This is an optimization exercise on Yosys and OpenROAD, whose aim is small area, not a production implementation. In this exercise RTL edits were held to simulation tests only and were not proved equivalent to the original. No activity file was given, so power comes from the tool's default toggle rates.

==> onyx: inputs <==
==> flow/design.v <==
package vec_pkg;
  localparam int DEF_NUM_LANES = 16;
  localparam int DEF_LANE_W    = 32;
  localparam int DEF_HALF_W    = DEF_LANE_W / 2;
  typedef enum logic [1:0] {
    PM_FULL  = 2'b00,
    PM_TRUNC = 2'b01,
    PM_SAT   = 2'b10
  } pack_mode_t;
  typedef enum logic {
    ST_IDLE = 1'b0,
    ST_SEND = 1'b1
  } pk_state_t;
  function automatic logic [1:0] decode_mode(input logic [1:0] m);
    logic [1:0] r;
    case (m)
      2'b01:   r = vec_pkg::PM_TRUNC;
      2'b10:   r = vec_pkg::PM_SAT;
      default: r = vec_pkg::PM_FULL;
    endcase
    decode_mode = r;
  endfunction
  function automatic logic [DEF_HALF_W-1:0] sat_narrow(input logic [DEF_LANE_W-1:0] v);
    logic [DEF_HALF_W:0]   upper;
    logic [DEF_HALF_W-1:0] r;
    upper = v[DEF_LANE_W-1:DEF_HALF_W-1];
    if ((&upper) || !(|upper)) r = v[DEF_HALF_W-1:0];
    else if (v[DEF_LANE_W-1])  r = {1'b1, {(DEF_HALF_W-1){1'b0}}};
    else                       r = {1'b0, {(DEF_HALF_W-1){1'b1}}};
    sat_narrow = r;
  endfunction
endpackage
module lane_narrow
#(
  parameter int LANE_W = vec_pkg::DEF_LANE_W
) (
  input  logic [LANE_W-1:0]   lane_i,
  input  vec_pkg::pack_mode_t          mode_i,
  output logic [LANE_W/2-1:0] narrow_o
);
  localparam int HALF_W = LANE_W / 2;
  logic [HALF_W:0]   upper;
  logic              ovf;
  logic [HALF_W-1:0] sat;
  always_comb begin
    upper = lane_i[LANE_W-1:HALF_W-1];
    ovf   = !((&upper) || !(|upper));
    if (!ovf)               sat = lane_i[HALF_W-1:0];
    else if (lane_i[LANE_W-1]) sat = {1'b1, {(HALF_W-1){1'b0}}};
    else                    sat = {1'b0, {(HALF_W-1){1'b1}}};
    narrow_o = (mode_i == vec_pkg::PM_SAT) ? sat : lane_i[HALF_W-1:0];
  end
endmodule
module vec_result_packer
#(
  parameter int NUM_LANES = vec_pkg::DEF_NUM_LANES,
  parameter int LANE_W    = vec_pkg::DEF_LANE_W,
  parameter int BUS_W     = 32
) (
  input  logic                              clk,
  input  logic                              rst,
  input  logic                              in_valid,
  output logic                              in_ready,
  input  logic [NUM_LANES-1:0][LANE_W-1:0]  in_lanes,
  input  logic [1:0]                        in_mode,
  output logic                              out_valid,
  input  logic                              out_ready,
  output logic [BUS_W-1:0]                  out_data,
  output logic                              out_last,
  output logic                              busy
);
  localparam int HALF_W    = LANE_W / 2;
  localparam int PACK_W    = NUM_LANES * LANE_W;
  localparam int NB_FULL   = PACK_W / BUS_W;
  localparam int NB_NARROW = NB_FULL / 2;
  localparam int BEAT_W    = (NB_FULL > 1) ? $clog2(NB_FULL) : 1;
  localparam logic [BEAT_W-1:0] LAST_FULL   = BEAT_W'(NB_FULL - 1);
  localparam logic [BEAT_W-1:0] LAST_NARROW = BEAT_W'(NB_NARROW - 1);
  vec_pkg::pk_state_t          state_q, state_d;
  logic [BEAT_W-1:0]  beat_q, beat_d;
  vec_pkg::pack_mode_t         mode_q, mode_d;
  logic [PACK_W-1:0]  pack_q, pack_d;
  vec_pkg::pack_mode_t                            cap_mode;
  logic [NUM_LANES-1:0][HALF_W-1:0]      narrowed;
  logic [PACK_W-1:0]                     packed_narrow;
  logic [BEAT_W-1:0]                     last_idx;
  logic                                  last_beat;
  logic                                  accept;
  assign cap_mode = vec_pkg::pack_mode_t'(vec_pkg::decode_mode(in_mode));
  for (genvar g = 0; g < NUM_LANES; g++) begin : g_lane
    lane_narrow #(.LANE_W(LANE_W)) u_narrow (
      .lane_i   (in_lanes[g]),
      .mode_i   (cap_mode),
      .narrow_o (narrowed[g])
    );
  end
  assign packed_narrow = {{(PACK_W/2){1'b0}}, narrowed};
  always_comb begin
    last_idx  = (mode_q == vec_pkg::PM_FULL) ? LAST_FULL : LAST_NARROW;
    out_valid = (state_q == vec_pkg::ST_SEND);
    busy      = (state_q == vec_pkg::ST_SEND);
    last_beat = out_valid && (beat_q == last_idx);
    out_last  = last_beat;
    out_data  = out_valid ? pack_q[beat_q*BUS_W +: BUS_W] : '0;
    in_ready  = ((state_q == vec_pkg::ST_IDLE) || (last_beat && out_ready)) && !rst;
    accept    = in_valid && in_ready;
  end
  always_comb begin
    state_d = state_q;
    beat_d  = beat_q;
    mode_d  = mode_q;
    pack_d  = pack_q;
    case (state_q)
      vec_pkg::ST_IDLE: begin
        if (accept) begin
          state_d = vec_pkg::ST_SEND;
          beat_d  = '0;
          mode_d  = cap_mode;
          pack_d  = (cap_mode == vec_pkg::PM_FULL) ? in_lanes : packed_narrow;
        end
      end
      vec_pkg::ST_SEND: begin
        if (out_ready) begin
          if (last_beat) begin
            if (accept) begin
              beat_d = '0;
              mode_d = cap_mode;
              pack_d = (cap_mode == vec_pkg::PM_FULL) ? in_lanes : packed_narrow;
            end else begin
              state_d = vec_pkg::ST_IDLE;
            end
          end else begin
            beat_d = beat_q + BEAT_W'(1);
          end
        end
      end
      default: state_d = vec_pkg::ST_IDLE;
    endcase
  end
  always_ff @(posedge clk) begin
    if (rst) begin
      state_q <= vec_pkg::ST_IDLE;
      beat_q  <= '0;
      mode_q  <= vec_pkg::PM_FULL;
      pack_q  <= '0;
    end else begin
      state_q <= state_d;
      beat_q  <= beat_d;
      mode_q  <= mode_d;
      pack_q  <= pack_d;
    end
  end
endmodule
==> flow/run.sh <==
#!/bin/bash
# synth_recipe.tcl (not shown) runs the flow's synth.tcl, then flattens the netlist and writes it again
# the make line also repeats each setting of config.mk as NAME=value (left out here)
make -C /OpenROAD-flow-scripts/flow DESIGN_CONFIG=/design/flow/config.mk WORK_HOME=/design/flow/orfs CLKGATE_MAP_FILE= SYNTH_SCRIPT=/design/flow/synth_recipe.tcl finish
==> flow/config.mk <==
export PLATFORM = sky130hd
export DESIGN_NAME = vec_result_packer
export DESIGN_NICKNAME = vec_result_packer
export VERILOG_FILES = /design/flow/design.v
export SDC_FILE = /design/flow/constraint.sdc
export NUM_CORES = 4
export LEC_CHECK = 0
export CAP_MARGIN = 20
export CORE_MARGIN = 2
export CORE_UTILIZATION = 40
export SLEW_MARGIN = 20
==> flow/constraint.sdc <==
create_clock -name core_clock -period 6.0 [get_ports {clk}]
set_input_delay 1.2000 -clock core_clock [delete_from_list [all_inputs] [get_ports {clk}]]
set_output_delay 1.2000 -clock core_clock [all_outputs]
set_load 0.01 [all_outputs]
==> inputs of cedar, as changes to onyx <==
==> flow/design.v (replaced) <==
package vec_pkg;
  localparam int DEF_NUM_LANES = 16;
  localparam int DEF_LANE_W    = 32;
  localparam int DEF_HALF_W    = DEF_LANE_W / 2;
  typedef enum logic [1:0] {
    PM_FULL  = 2'b00,
    PM_TRUNC = 2'b01,
    PM_SAT   = 2'b10
  } pack_mode_t;
  typedef enum logic {
    ST_IDLE = 1'b0,
    ST_SEND = 1'b1
  } pk_state_t;
  function automatic logic [1:0] decode_mode(input logic [1:0] m);
    logic [1:0] r;
    case (m)
      2'b01:   r = vec_pkg::PM_TRUNC;
      2'b10:   r = vec_pkg::PM_SAT;
      default: r = vec_pkg::PM_FULL;
    endcase
    decode_mode = r;
  endfunction
  function automatic logic [DEF_HALF_W-1:0] sat_narrow(input logic [DEF_LANE_W-1:0] v);
    logic [DEF_HALF_W:0]   upper;
    logic [DEF_HALF_W-1:0] r;
    upper = v[DEF_LANE_W-1:DEF_HALF_W-1];
    if ((&upper) || !(|upper)) r = v[DEF_HALF_W-1:0];
    else if (v[DEF_LANE_W-1])  r = {1'b1, {(DEF_HALF_W-1){1'b0}}};
    else                       r = {1'b0, {(DEF_HALF_W-1){1'b1}}};
    sat_narrow = r;
  endfunction
endpackage
module lane_narrow
#(
  parameter int LANE_W = vec_pkg::DEF_LANE_W
) (
  input  logic [LANE_W-1:0]   lane_i,
  input  logic                sat_i,
  output logic [LANE_W/2-1:0] narrow_o
);
  localparam int HALF_W = LANE_W / 2;
  logic [HALF_W:0] upper;
  logic            clamp;
  always_comb begin
    upper    = lane_i[LANE_W-1:HALF_W-1];
    clamp    = sat_i && !((&upper) || !(|upper));
    narrow_o = clamp ? {lane_i[LANE_W-1], {(HALF_W-1){!lane_i[LANE_W-1]}}}
                     : lane_i[HALF_W-1:0];
  end
endmodule
module vec_result_packer
#(
  parameter int NUM_LANES = vec_pkg::DEF_NUM_LANES,
  parameter int LANE_W    = vec_pkg::DEF_LANE_W,
  parameter int BUS_W     = 32
) (
  input  logic                              clk,
  input  logic                              rst,
  input  logic                              in_valid,
  output logic                              in_ready,
  input  logic [NUM_LANES-1:0][LANE_W-1:0]  in_lanes,
  input  logic [1:0]                        in_mode,
  output logic                              out_valid,
  input  logic                              out_ready,
  output logic [BUS_W-1:0]                  out_data,
  output logic                              out_last,
  output logic                              busy
);
  localparam int HALF_W  = LANE_W / 2;
  localparam int NPAIRS  = NUM_LANES / 2;
  localparam int PAIR_W  = (NPAIRS > 1) ? $clog2(NPAIRS) : 1;
  logic [NUM_LANES-1:0][LANE_W-1:0] lanes_q;
  logic                             send_q;
  logic                             full_q;
  logic                             sat_q;
  logic [PAIR_W-1:0]                pair_q;
  logic                             half_q;
  logic [NPAIRS-1:0]             pair_sel;
  logic [LANE_W-1:0]             even_sel, odd_sel;
  logic [HALF_W-1:0]             even_nar, odd_nar;
  logic                          last_beat;
  logic                          load;
  always_comb begin
    for (int p = 0; p < NPAIRS; p++) pair_sel[p] = send_q && (pair_q == PAIR_W'(p));
  end
  always_comb begin
    even_sel = '0;
    odd_sel  = '0;
    for (int p = 0; p < NPAIRS; p++) begin
      even_sel = even_sel | (lanes_q[2*p]   & {LANE_W{pair_sel[p]}});
      odd_sel  = odd_sel  | (lanes_q[2*p+1] & {LANE_W{pair_sel[p]}});
    end
  end
  lane_narrow #(.LANE_W(LANE_W)) u_narrow_even (
    .lane_i   (even_sel),
    .sat_i    (sat_q),
    .narrow_o (even_nar)
  );
  lane_narrow #(.LANE_W(LANE_W)) u_narrow_odd (
    .lane_i   (odd_sel),
    .sat_i    (sat_q),
    .narrow_o (odd_nar)
  );
  always_comb begin
    last_beat = send_q && (&pair_q) && (half_q || !full_q);
    out_valid = send_q;
    busy      = send_q;
    out_last  = last_beat;
    if (full_q) out_data = half_q ? odd_sel : even_sel;
    else        out_data = {odd_nar, even_nar};
    in_ready  = (!send_q || (last_beat && out_ready)) && !rst;
    load      = !send_q || (last_beat && out_ready);
  end
  always_ff @(posedge clk) begin
    if (load) begin
      lanes_q <= in_lanes;
      full_q  <= !(in_mode == 2'b01 || in_mode == 2'b10);
      sat_q   <= (in_mode == 2'b10);
    end
  end
  always_ff @(posedge clk) begin
    if (rst) begin
      send_q <= 1'b0;
    end else if (load) begin
      send_q <= in_valid;
    end
  end
  always_ff @(posedge clk) begin
    if (load) begin
      pair_q <= '0;
      half_q <= 1'b0;
    end else if (out_ready) begin
      half_q <= full_q && !half_q;
      if (half_q || !full_q) pair_q <= pair_q + PAIR_W'(1);
    end
  end
endmodule
==> flow/flow/run.sh (new file) <==
#!/bin/bash
# Standard ORFS layout with smaller port buffers and a leaner clock tree.
set -euo pipefail
CTS="-sink_clustering_enable -repair_clock_nets -dont_use_dummy_load"
CTS="$CTS -sink_clustering_size 20 -sink_clustering_max_diameter 60"
CTS="$CTS -buf_list {sky130_fd_sc_hd__clkbuf_4 sky130_fd_sc_hd__clkbuf_8}"
export BUFFER_PORTS_ARGS="-buffer_cell sky130_fd_sc_hd__buf_1"
export CTS_ARGS="$CTS"
bash standard.sh finish > make_finish.log 2>&1
==> flow/standard.sh (new file) <==
#!/bin/bash
# synth_recipe.tcl (not shown) runs the flow's synth.tcl, then flattens the netlist and writes it again
# the make line also repeats each setting of config.mk as NAME=value (left out here)
make -C /OpenROAD-flow-scripts/flow DESIGN_CONFIG=/design/flow/config.mk WORK_HOME=/design/flow/orfs CLKGATE_MAP_FILE= SYNTH_SCRIPT=/design/flow/synth_recipe.tcl "${@:-finish}"
--- a/flow/config.mk
+++ b/flow/config.mk
@@ -8,4 +8,5 @@
 export CAP_MARGIN = 20
 export CORE_MARGIN = 2
-export CORE_UTILIZATION = 40
+export CORE_UTILIZATION = 65
+export PLACE_DENSITY = 0.75
 export SLEW_MARGIN = 20
removed: flow/run.sh
==> summary of the runs <==
Against onyx, the combinational power of cedar is smaller by about 60%.
Between onyx and cedar, the lower area after synthesis is in cedar (gap about 28%, measured against cedar).
Global-route usage: cedar is lower than onyx (0.053 points).
Of cedar and onyx, cedar has the higher critical path depth (gap 8).
Of cedar and onyx, onyx has the higher fmax (gap 14%, measured against onyx).
Against cedar, the final area of onyx is higher by 45%.
Against cedar, the clock power of onyx is larger by about 120%.
Against onyx, the cell count of cedar is lower by 45%.
==> figures <==
Run status: cedar timing/DRC/antenna clean; onyx timing/DRC/antenna clean
Layout Cell Area excl Fill: cedar 23200 um^2; onyx 33600 um^2
Met3 layer usage reported by global route: cedar 8.53%; onyx 6.53%
Origin of the worst setup path: cedar pair_q[1]; onyx beat_q[0]
Most area-hungry cell class in the final design: cedar flip-flops and latches; onyx multi-input gates
Highest fanout seen on the critical path: cedar 33; onyx 26
Total length of routed met3 wires: cedar 6050 um; onyx 12600 um
Pwr/cell area: cedar 285 nW/um^2; onyx 274 nW/um^2
Initial antenna violation count: cedar 15; onyx 10
Clk. pwr: cedar 1.57 mW; onyx 3.53 mW
Clk pwr share: cedar 23.7%; onyx 38.3%
Starting Density: cedar 66.1%; onyx 40.2%
Multi-input combinational area share: cedar 18.3%; onyx 42.4%
Total of fill cells in the finished design: cedar 1899; onyx 5666
Area added between synthesis and finish: cedar 14.8%; onyx 30.2%
RePlAce Congestion: cedar 0.899; onyx 0.979
Leading register cell type out of synthesis: cedar sky130_fd_sc_hd__edfxtp_1; onyx sky130_fd_sc_hd__dfxtp_1

[port drivers added, routing unchanged]
Ports are ideal in the flow. The routed layouts listed here were re-timed in OpenROAD. Step 1, drivers: a clkbuf_16 drives clk and a buf_2 each remaining input, both assumed. Step 2 adds t to the input delays and takes it off the output delays; t is the mean of the earliest and latest rising clock arrival at the registers after step 1. Input paths then give back, and output paths get back, about the clock's delay inside the block. a / b / c = ideal / step 1 / step 2; a / b = the first two.
run | shift t [ns] | setup WS [ns] | worst setup path after step 2
onyx | 0.691 | 1.053 / 0.989 / 1.554 | input to register
cedar | 0.591 | 0.279 / 0.229 / 0.820 | register to output
After both steps setup and hold are still met in every run listed.
